Source: an optimization exercise on an open RTL-to-GDS flow (aim: small area). Production flows keep margins and buffers that such runs may drop. The RTL was checked by simulation tests, not by an equivalence proof against the original design. Power and IR drop assume default switching activity. No driver is modelled on the clock port, so clocking that relies on it looks cheaper here than on a real chip.

== run A ==
// rk256_store
module rk256_store #(
    parameter int NKEYS = 15,
    parameter int AW    = 4
) (
    input  logic          mclk,
    input  logic          srst_n,
    input  logic          clear,
    input  logic [0:127]  rk256,
    input  logic [AW-1:0] rk256_count,
    input  logic          rk256_le,
    input  logic          rd_req,
    input  logic [AW-1:0] rd_round,
    output logic [0:127]  rd_key,
    output logic          rd_valid,
    output logic          keys_ready,
    output logic          load_err
);
clock: 5.0 ns
lec_check: 0
cap_margin: 20
core_margin: 2
core_utilization: 45
place_density: 0.55
slew_margin: 20
synth_hierarchical: 1
synth_minimum_keep_size: 0
run.sh (not shown) runs the stock make flow with config.mk's settings and CLKGATE_MAP_FILE= SYNTH_SCRIPT=/design/flow/synth_recipe.tcl, a recipe that flattens the netlist after the stock synthesis.
Input-level comparison between run B and run A:
==> flow/flow/run.sh (new file) <==
#!/bin/bash
cp standard.sh standard_sh_copy.log
export BUFFER_PORTS_ARGS="-buffer_cell sky130_fd_sc_hd__buf_1"
export CTS_ARGS="-sink_clustering_enable -repair_clock_nets -sink_clustering_size 30 -sink_clustering_max_diameter 100 -dont_use_dummy_load"
bash standard.sh > standard.log 2>&1
status=$?
tail -50 standard.log
exit $status
==> flow/standard.sh (new file) <==
#!/bin/bash
# synth_recipe.tcl (not shown) runs the flow's synth.tcl, then flattens the netlist and writes it again
# the make line also repeats each setting of config.mk as NAME=value (left out here)
make -C /OpenROAD-flow-scripts/flow DESIGN_CONFIG=/design/flow/config.mk WORK_HOME=/design/flow/orfs CLKGATE_MAP_FILE= SYNTH_SCRIPT=/design/flow/synth_recipe.tcl "${@:-finish}"
removed: flow/run.sh
==> comparison <==
Run B: done, clean on timing, DRC and antenna. Core util | run B vs run A | run B lower. Cmp run B vs run A: area growth from synthesis to layout lower in run B. Taking run A as the reference, in run B global-route wire length before repair lower, maximum level of the CTS H-tree lower, clock period minus worst slack lower, average detailed-routed wire length per instance lower, clock network fraction of total power lower. Of run B and run A, run B shows the lower total track usage, with run A above it.
For run C, these inputs were changed with respect to run B:
==> flow/flow/run.sh <==
#!/bin/bash
cp standard.sh standard_sh_copy.log
export BUFFER_PORTS_ARGS="-buffer_cell sky130_fd_sc_hd__buf_1"
export CTS_ARGS="-sink_clustering_enable -repair_clock_nets -sink_clustering_size 30 -sink_clustering_max_diameter 100 -dont_use_dummy_load"
export PRE_RESIZE_TCL="$(pwd)/flow/rebuffer.tcl"
bash standard.sh > standard.log 2>&1
status=$?
tail -50 standard.log
exit $status
==> flow/flow/rebuffer.tcl (new file) <==
# PRE_RESIZE hook. Timing-driven global placement buffers each of the
# design's 128-load nets (the 15 key write enables and the 15 read selects)
# with a tree of five or six buffers. Replace each such tree by a single
# buf_12 at the centroid of the net's loads; repair_design, which runs right
# after this hook, still fixes any slew or capacitance violation left.
proc rebuf_remove {inst} {
  set in_net ""
  set out_net ""
  foreach it [$inst getITerms] {
    if {[[$it getMTerm] getSigType] != "SIGNAL"} continue
    if {[$it isInputSignal]} {
      set in_net [$it getNet]
    } elseif {[$it isOutputSignal]} {
      set out_net [$it getNet]
    }
  }
  foreach it [$out_net getITerms] {
    if {[$it getInst] == $inst} continue
    $it disconnect
    $it connect $in_net
  }
  odb::dbInst_destroy $inst
  odb::dbNet_destroy $out_net
}

set block [ord::get_db_block]
set removed 0
foreach inst [$block getInsts] {
  if {[string match place* [$inst getName]]
      && [string match *buf* [[$inst getMaster] getName]]} {
    rebuf_remove $inst
    incr removed
  }
}
puts "rebuffer: removed $removed placement buffers"

set inserted 0
foreach net [get_nets *] {
  set name [get_full_name $net]
  set loads [get_pins -of_objects $net -filter "direction==input"]
  if {[llength $loads] <= 64} continue
  # leave the clock net to clock tree synthesis
  if {[llength [get_pins -quiet -of_objects $net -filter "is_clock==1"]] > 0} continue
  set sx 0
  set sy 0
  foreach p $loads {
    set loc [[[sta::sta_to_db_pin $p] getInst] getLocation]
    incr sx [lindex $loc 0]
    incr sy [lindex $loc 1]
  }
  set n [llength $loads]
  set x [ord::dbu_to_microns [expr {$sx / $n}]]
  set y [ord::dbu_to_microns [expr {$sy / $n}]]
  insert_buffer -buffer_cell sky130_fd_sc_hd__buf_12 -net $net -location [list $x $y]
  incr inserted
  puts "rebuffer: $name ($n loads) at $x $y"
}
puts "rebuffer: inserted $inserted buffers"
Findings:
- The final cell utilization of the core reported for run C is smaller than that of run B by 0.53 points.
- Taking run B as the reference point, the number of clock buffers in the layout of run C rises by 1.3%.
- Per the comparison of run C with run B, post-CTS setup buffer count has remained practically unchanged; area growth from synthesis to layout has decreased.

the reference run:
Another version of the RTL of rk256_store (not shown whole).
Size in the first run: roughly 1900 flip-flops, roughly 270 I/O pins, roughly 0.067 mm2 of cells after synthesis.
export LEC_CHECK = 0
export CAP_MARGIN = 20
export CORE_MARGIN = 2
export CORE_UTILIZATION = 45
export PLACE_DENSITY = 0.55
export SLEW_MARGIN = 20
export SYNTH_HIERARCHICAL = 1
export SYNTH_MINIMUM_KEEP_SIZE = 0
create_clock -name core_clock -period 5.0 [get_ports {mclk}]
standard.sh (not shown) runs the stock make flow with config.mk's settings and CLKGATE_MAP_FILE= SYNTH_SCRIPT=/design/flow/synth_recipe.tcl, a recipe that flattens the netlist after the stock synthesis.
==> flow/flow/run.sh <==
#!/bin/bash
cp standard.sh standard_sh_copy.log
export BUFFER_PORTS_ARGS="-buffer_cell sky130_fd_sc_hd__buf_1"
export CTS_ARGS="-sink_clustering_enable -repair_clock_nets -sink_clustering_size 18 -sink_clustering_max_diameter 100 -dont_use_dummy_load -buf_list sky130_fd_sc_hd__clkbuf_8"
export PRE_RESIZE_TCL="$(pwd)/flow/rebuffer.tcl"
bash standard.sh > standard.log 2>&1
status=$?
tail -50 standard.log
exit $status
==> flow/flow/rebuffer.tcl <==
# PRE_RESIZE hook. Timing-driven global placement buffers each of the
# design's 128-load nets (the 15 key write enables and the 15 read selects)
# with a tree of five or six buffers. Replace each such tree by a single
# buf_12 at the centroid of the net's loads; repair_design, which runs right
# after this hook, still fixes any slew or capacitance violation left.
proc rebuf_remove {inst} {
  set in_net ""
  set out_net ""
  foreach it [$inst getITerms] {
    if {[[$it getMTerm] getSigType] != "SIGNAL"} continue
    if {[$it isInputSignal]} {
      set in_net [$it getNet]
    } elseif {[$it isOutputSignal]} {
      set out_net [$it getNet]
    }
  }
  foreach it [$out_net getITerms] {
    if {[$it getInst] == $inst} continue
    $it disconnect
    $it connect $in_net
  }
  odb::dbInst_destroy $inst
  odb::dbNet_destroy $out_net
}

set block [ord::get_db_block]
set removed 0
foreach inst [$block getInsts] {
  if {[string match place* [$inst getName]]
      && [string match *buf* [[$inst getMaster] getName]]} {
    rebuf_remove $inst
    incr removed
  }
}
puts "rebuffer: removed $removed placement buffers"

set inserted 0
foreach net [get_nets *] {
  set name [get_full_name $net]
  set loads [get_pins -of_objects $net -filter "direction==input"]
  if {[llength $loads] <= 64} continue
  # leave the clock net to clock tree synthesis
  if {[llength [get_pins -quiet -of_objects $net -filter "is_clock==1"]] > 0} continue
  set sx 0
  set sy 0
  foreach p $loads {
    set loc [[[sta::sta_to_db_pin $p] getInst] getLocation]
    incr sx [lindex $loc 0]
    incr sy [lindex $loc 1]
  }
  set n [llength $loads]
  set x [ord::dbu_to_microns [expr {$sx / $n}]]
  set y [ord::dbu_to_microns [expr {$sy / $n}]]
  insert_buffer -buffer_cell sky130_fd_sc_hd__buf_12 -net $net -location [list $x $y]
  incr inserted
  puts "rebuffer: $name ($n loads) at $x $y"
}
puts "rebuffer: inserted $inserted buffers"
The reference run reached the final stage; the timing, DRC and antenna checks on its layout passed.
Setup changes, the reference run to the trial run
==> flow/flow/run.sh <==
#!/bin/bash
cp standard.sh standard_sh_copy.log
export BUFFER_PORTS_ARGS="-buffer_cell sky130_fd_sc_hd__buf_1"
export CTS_ARGS="-sink_clustering_enable -repair_clock_nets -sink_clustering_size 30 -sink_clustering_max_diameter 100 -dont_use_dummy_load"
export PRE_RESIZE_TCL="$(pwd)/flow/rebuffer.tcl"
bash standard.sh > standard.log 2>&1
status=$?
tail -50 standard.log
exit $status
Findings:
The trial run was carried through to the last stage, and its layout satisfied the timing, DRC and antenna checks. The reference run: done, clean on timing, DRC and antenna. Compared with the reference run, the trial run shows a higher routed length on met1. Area overhead of the layout relative to synthesis ended up 0.38 points higher on the trial run than on the reference run. Compared with the reference run, the trial run shows a higher clock network fraction of design power. The reference run ended up with more cell instances than the trial run did.

what the ideal ports hide:
In the flow no input, the clock included, has a driving cell. The finished layouts below were timed again as built, in two steps. Step 1 sets driving cells, clkbuf_16 on the clock port and buf_2 on the other inputs (assumed; they add their load-dependent delay and slew). Step 2 times the ports against the registers' clock, not the clock port: input delays grow and output delays shrink by t, the midpoint of the rising clock arrivals with the driver on. Three values: no drivers, after step 1, after step 2; two values: the first two.
run | shift t [ns] | setup WS [ns] | cell pins on the clock port's net
run A | 0.883 | 0.122 / 0.041 / 0.875 | 1
run B | 0.775 | 0.510 / 0.427 / 1.202 | 1
run C | 0.766 | 0.218 / 0.137 / 0.902 | 1
the reference run | 0.915 | 1.002 / 0.932 / 1.137 | 1
the trial run | 0.764 | 1.232 / 1.149 / 1.126 | 1
After both steps every run listed still meets setup and hold. The setup slack of the trial run, which loses most, moves by -0.083 ns with the drivers and by -0.106 ns with both steps.
